Background: an optimization exercise with open tools, aiming at small area, a short achievable clock period and few clock cycles per item. Do not read the settings as production practice.

## run R
==> flow/design.v <==
package itbt_pkg;
   localparam int VALUE_WIDTH = 32;
   localparam int MAX_TRITS   = 21;
   localparam int QW = 34;
   localparam logic [QW-1:0] POW21 = 34'd10460353203;
   localparam logic signed [VALUE_WIDTH-1:0] HI = 32'sd1743392201;
   localparam logic signed [QW-1:0] B_POS_Z =  34'sd581130734;
   localparam logic signed [QW-1:0] B_NEG_Z = -34'sd581130734;
   localparam logic signed [QW-1:0] B_POS_P =  34'sd4067915135;
   localparam logic signed [QW-1:0] B_NEG_P =  34'sd2905653667;
   localparam logic signed [QW-1:0] B_POS_N = -34'sd2905653667;
   localparam logic signed [QW-1:0] B_NEG_N = -34'sd4067915135;
endpackage
import itbt_pkg::*;
module int_to_balanced_ternary_core (
   input  logic                                    clock,
   input  logic                                    reset,
   input  logic                                    start,
   output logic                                    busy,
   input  logic signed [itbt_pkg::VALUE_WIDTH-1:0] req_value,
   output logic                                    rsp_strobe,
   output logic signed [1:0]                       rsp_trit,
   output logic                                    rsp_last_trit
);
   logic signed [QW-1:0] q_ff;
   logic                 pos_ff;       
   logic                 neg_ff;       
   logic                 nz_ff;        
   logic [4:0]           j_ff;         
   logic                 busy_ff;      
   logic                 last_ff;      
   logic                 strobe_ff;    
   logic                 started_ff;   
   logic [QW-1:0]        q_next;
   logic [QW-1:0]        t_pos;
   logic [QW-1:0]        t_neg;
   logic                 pos_next;
   logic                 neg_next;
   logic                 in_pos;
   logic                 in_neg;
   logic                 load;
   function automatic logic ge_var(input logic [QW-1:0] a, input logic [QW-1:0] b);
      logic [63:0] gt;
      logic [63:0] eq;
      for (int i = 0; i < 64; i++) begin
         gt[i] = 1'b0;
         eq[i] = 1'b1;
      end
      for (int i = 0; i < QW - 1; i++) begin
         gt[i] = a[i] & ~b[i];
         eq[i] = a[i] | ~b[i];
      end
      gt[QW-1] = ~a[QW-1] & b[QW-1];
      eq[QW-1] = ~a[QW-1] | b[QW-1];
      for (int l = 0; l < 6; l++)
         for (int i = 0; i < 32; i++)
            if (i < (32 >> l)) begin
               gt[i] = gt[2*i+1] | (eq[2*i+1] & gt[2*i]);
               eq[i] = eq[2*i+1] & eq[2*i];
            end
      ge_var = gt[0] | eq[0];
   endfunction
   function automatic logic ge_chain(input logic [QW-1:0] a, input logic [QW-1:0] b);
      logic r;
      r = 1'b1;
      for (int i = 0; i < QW - 1; i++)
         r = (a[i] & ~b[i]) | ((a[i] | ~b[i]) & r);
      ge_chain = (~a[QW-1] & b[QW-1]) | ((~a[QW-1] | b[QW-1]) & r);
   endfunction
   always_comb begin
      logic [QW-1:0] x;
      logic [QW-1:0] s;
      logic [QW-1:0] c;
      logic [QW-1:0] b;
      logic [QW-1:0] p;
      logic [QW-1:0] gg;
      logic [QW-1:0] pp;
      logic [QW-1:0] kp;
      logic [QW-1:0] kn;
      kp = -POW21;
      kn = POW21;
      for (int i = 0; i < QW; i++)
         x[i] = (kp[i] & kn[i]) ? nz_ff : (kp[i] ? pos_ff : (kn[i] ? neg_ff : 1'b0));
      for (int i = 0; i < QW; i++) begin
         s[i] = q_ff[i] ^ (i > 0 ? q_ff[i-1] : 1'b0) ^ x[i];
         c[i] = (i > 0) ? ((q_ff[i] & q_ff[i-1]) | (q_ff[i] & x[i]) | (q_ff[i-1] & x[i])) : (q_ff[i] & x[i]);
      end
      b  = {c[QW-2:0], 1'b0};
      p  = s ^ b;
      gg = s & b;
      pp = p;
      for (int l = 0; (1 << l) < QW; l++)
         for (int i = 0; i < QW; i++)
            if (((i >> l) & 1) == 1) begin
               gg[i] = gg[i] | (pp[i] & gg[((i >> l) << l) - 1]);
               pp[i] = pp[i] & pp[((i >> l) << l) - 1];
            end
      for (int i = 0; i < QW; i++)
         q_next[i] = p[i] ^ (i > 0 ? gg[i-1] : 1'b0);
   end
   always_comb begin
      logic [QW-1:0] pp_;
      logic [QW-1:0] pn_;
      logic [QW-1:0] pz_;
      logic [QW-1:0] np_;
      logic [QW-1:0] nn_;
      logic [QW-1:0] nz_;
      pp_ = B_POS_P;
      pn_ = B_POS_N;
      pz_ = B_POS_Z;
      np_ = B_NEG_P;
      nn_ = B_NEG_N;
      nz_ = B_NEG_Z;
      for (int i = 0; i < QW; i++) begin
         t_pos[i] = (pp_[i] & pos_ff) | (pn_[i] & neg_ff) | (pz_[i] & ~nz_ff);
         t_neg[i] = (np_[i] & pos_ff) | (nn_[i] & neg_ff) | (nz_[i] & ~nz_ff);
      end
   end
   assign pos_next = ge_chain(q_ff, t_pos);
   assign neg_next = ~ge_chain(q_ff, t_neg + 1'b1);
   assign in_pos = ge_var(QW'(req_value), QW'(HI));
   assign in_neg = ge_var(-QW'(HI), QW'(req_value));
   assign load = start & ~busy_ff;
   always_ff @(posedge clock) begin
      if (reset) begin
         busy_ff   <= 1'b0;
         last_ff   <= 1'b0;
         strobe_ff <= 1'b0;
      end else if (load) begin
         busy_ff   <= 1'b1;
         last_ff   <= 1'b0;
         strobe_ff <= in_pos | in_neg;
      end else if (busy_ff) begin
         busy_ff   <= (j_ff != 5'd1);
         last_ff   <= (j_ff == 5'd1);
         strobe_ff <= started_ff | nz_ff | pos_next | neg_next | (j_ff == 5'd1);
      end else begin
         busy_ff   <= 1'b0;
         last_ff   <= 1'b0;
         strobe_ff <= 1'b0;
      end
   end
   always_ff @(posedge clock) begin
      if (load) begin
         q_ff       <= QW'(req_value);
         pos_ff     <= in_pos;
         neg_ff     <= in_neg;
         nz_ff      <= in_pos | in_neg;
         j_ff       <= 5'd20;
         started_ff <= 1'b0;
      end else begin
         q_ff       <= q_next;
         pos_ff     <= pos_next;
         neg_ff     <= neg_next;
         nz_ff      <= pos_next | neg_next;
         j_ff       <= j_ff - 5'd1;
         started_ff <= started_ff | nz_ff;
      end
   end
   assign busy          = busy_ff;
   assign rsp_strobe    = strobe_ff;
   assign rsp_trit      = {neg_ff, nz_ff};
   assign rsp_last_trit = last_ff;
endmodule
clock: 8.5 ns
lec_check: 0
abc_area: 1
cap_margin: 20
core_margin: 2
core_utilization: 40
setup_slack_margin: 5
slew_margin: 20
standard.sh (not shown) runs the stock make flow with config.mk's settings and CLKGATE_MAP_FILE= SYNTH_SCRIPT=/design/flow/synth_recipe.tcl, a recipe that flattens the netlist after the stock synthesis.
==> flow/flow/run.sh <==
#!/bin/bash
# Standard layout, with four changes: adders are left to ABC instead of being mapped to
# full/half adder cells, ABC's area script maps with plain "map" (flow/abc_area.script),
# the port buffers are the smallest buffer, and the clock tree uses small clock buffers
# without dummy loads.
set -euo pipefail
rm -rf scripts
cp -r "$FLOW_HOME/scripts" scripts
cp flow/abc_area.script scripts/abc_area.script
bash standard.sh ADDER_MAP_FILE= SCRIPTS_DIR="$PWD/scripts" \
   "BUFFER_PORTS_ARGS=-buffer_cell sky130_fd_sc_hd__buf_1" \
   "CTS_ARGS=-sink_clustering_enable -repair_clock_nets -dont_use_dummy_load -buf_list {sky130_fd_sc_hd__clkbuf_2 sky130_fd_sc_hd__clkbuf_4 sky130_fd_sc_hd__clkbuf_8} -root_buf sky130_fd_sc_hd__clkbuf_8" \
   finish > standard_flow.log 2>&1
==> flow/flow/abc_area.script <==
strash
dch
map
topo
stime -c
buffer -c
upsize -c
dnsize -c
### run R -> run M
diff --git a/flow/design.v b/flow/design.v
--- a/flow/design.v
+++ b/flow/design.v
@@ -21,15 +21,15 @@
    output logic                                    rsp_strobe,
    output logic signed [1:0]                       rsp_trit,
    output logic                                    rsp_last_trit
 );
-   logic signed [QW-1:0] q_ff;
+   logic [QW-2:0]        q_ff;         
+   logic [QW-1:0]        q;            
    logic                 pos_ff;       
    logic                 neg_ff;       
    logic                 nz_ff;        
    logic [4:0]           j_ff;         
    logic                 busy_ff;      
-   logic                 last_ff;      
    logic                 strobe_ff;    
    logic                 started_ff;   
    logic [QW-1:0]        q_next;
    logic [QW-1:0]        t_pos;
@@ -66,8 +66,9 @@
       for (int i = 0; i < QW - 1; i++)
          r = (a[i] & ~b[i]) | ((a[i] | ~b[i]) & r);
       ge_chain = (~a[QW-1] & b[QW-1]) | ((~a[QW-1] | b[QW-1]) & r);
    endfunction
+   assign q = {neg_ff | (~pos_ff & q_ff[QW-2]), q_ff};
    always_comb begin
       logic [QW-1:0] x;
       logic [QW-1:0] s;
       logic [QW-1:0] c;
@@ -81,10 +82,10 @@
       kn = POW21;
       for (int i = 0; i < QW; i++)
          x[i] = (kp[i] & kn[i]) ? nz_ff : (kp[i] ? pos_ff : (kn[i] ? neg_ff : 1'b0));
       for (int i = 0; i < QW; i++) begin
-         s[i] = q_ff[i] ^ (i > 0 ? q_ff[i-1] : 1'b0) ^ x[i];
-         c[i] = (i > 0) ? ((q_ff[i] & q_ff[i-1]) | (q_ff[i] & x[i]) | (q_ff[i-1] & x[i])) : (q_ff[i] & x[i]);
+         s[i] = q[i] ^ (i > 0 ? q[i-1] : 1'b0) ^ x[i];
+         c[i] = (i > 0) ? ((q[i] & q[i-1]) | (q[i] & x[i]) | (q[i-1] & x[i])) : (q[i] & x[i]);
       end
       b  = {c[QW-2:0], 1'b0};
       p  = s ^ b;
       gg = s & b;
@@ -107,50 +108,46 @@
       logic [QW-1:0] nz_;
       pp_ = B_POS_P;
       pn_ = B_POS_N;
       pz_ = B_POS_Z;
-      np_ = B_NEG_P;
-      nn_ = B_NEG_N;
-      nz_ = B_NEG_Z;
+      np_ = B_NEG_P + 1'b1;
+      nn_ = B_NEG_N + 1'b1;
+      nz_ = B_NEG_Z + 1'b1;
       for (int i = 0; i < QW; i++) begin
          t_pos[i] = (pp_[i] & pos_ff) | (pn_[i] & neg_ff) | (pz_[i] & ~nz_ff);
          t_neg[i] = (np_[i] & pos_ff) | (nn_[i] & neg_ff) | (nz_[i] & ~nz_ff);
       end
    end
-   assign pos_next = ge_chain(q_ff, t_pos);
-   assign neg_next = ~ge_chain(q_ff, t_neg + 1'b1);
-   assign in_pos = ge_var(QW'(req_value), QW'(HI));
-   assign in_neg = ge_var(-QW'(HI), QW'(req_value));
+   assign pos_next = ge_chain(q, t_pos);
+   assign neg_next = ~ge_chain(q, t_neg);
+   assign in_pos = ge_var({{(QW-VALUE_WIDTH){req_value[VALUE_WIDTH-1]}}, req_value}, {{(QW-VALUE_WIDTH){HI[VALUE_WIDTH-1]}}, HI});
+   assign in_neg = ge_var(-{{(QW-VALUE_WIDTH){HI[VALUE_WIDTH-1]}}, HI}, {{(QW-VALUE_WIDTH){req_value[VALUE_WIDTH-1]}}, req_value});
    assign load = start & ~busy_ff;
    always_ff @(posedge clock) begin
       if (reset) begin
          busy_ff   <= 1'b0;
-         last_ff   <= 1'b0;
          strobe_ff <= 1'b0;
       end else if (load) begin
          busy_ff   <= 1'b1;
-         last_ff   <= 1'b0;
          strobe_ff <= in_pos | in_neg;
       end else if (busy_ff) begin
          busy_ff   <= (j_ff != 5'd1);
-         last_ff   <= (j_ff == 5'd1);
          strobe_ff <= started_ff | nz_ff | pos_next | neg_next | (j_ff == 5'd1);
       end else begin
          busy_ff   <= 1'b0;
-         last_ff   <= 1'b0;
          strobe_ff <= 1'b0;
       end
    end
    always_ff @(posedge clock) begin
       if (load) begin
-         q_ff       <= QW'(req_value);
+         q_ff       <= {req_value[VALUE_WIDTH-1], req_value};
          pos_ff     <= in_pos;
          neg_ff     <= in_neg;
          nz_ff      <= in_pos | in_neg;
          j_ff       <= 5'd20;
          started_ff <= 1'b0;
       end else begin
-         q_ff       <= q_next;
+         q_ff       <= q_next[QW-2:0];
          pos_ff     <= pos_next;
          neg_ff     <= neg_next;
          nz_ff      <= pos_next | neg_next;
          j_ff       <= j_ff - 5'd1;
@@ -159,6 +156,6 @@
    end
    assign busy          = busy_ff;
    assign rsp_strobe    = strobe_ff;
    assign rsp_trit      = {neg_ff, nz_ff};
-   assign rsp_last_trit = last_ff;
+   assign rsp_last_trit = (j_ff == 5'd0);
 endmodule
[summary]
Run M ended up with a lower setup slack after layout than run R did. The lower global-route wire length before repair of run M and run R is in run R. The register share of the cell area reported for run M is smaller than that of run R by 1.4 points. Overall fraction of global-route tracks in use: run M lower than run R.
Function was not checked in any run of this note: the RTL went through the layout flow alone.

[port drivers added, routing unchanged]
The flow's constraints put no driver on any port. The routed layouts listed below were extracted and timed again, unchanged, in two steps.
Step 1: set_driving_cell puts a clkbuf_16 on clock and a buf_2 on each other input, an assumption about the parent block.
Step 2, shift: input delay + t, output delay - t, t = (earliest + latest rising clock arrival at the registers) / 2. This alone moves slack from input paths to output paths.
a / b / c = ideal / step 1 / step 2; a / b = the first two.
run	t, ns	setup WS [ns]	hold WS [ns]	slew at the worst register clock pin (ns)
run R	0.353	5.244 / 5.244 / 5.209	0.470 / 0.470 / 0.470	0.10 / 0.10
run M	0.349	5.140 / 5.152 / 4.803	0.463 / 0.463 / 0.463	0.08 / 0.08
After both steps setup and hold are still met in every run listed. For run M, which loses most, drivers alone change the setup slack by +0.012 ns; drivers and shift together by -0.337 ns.
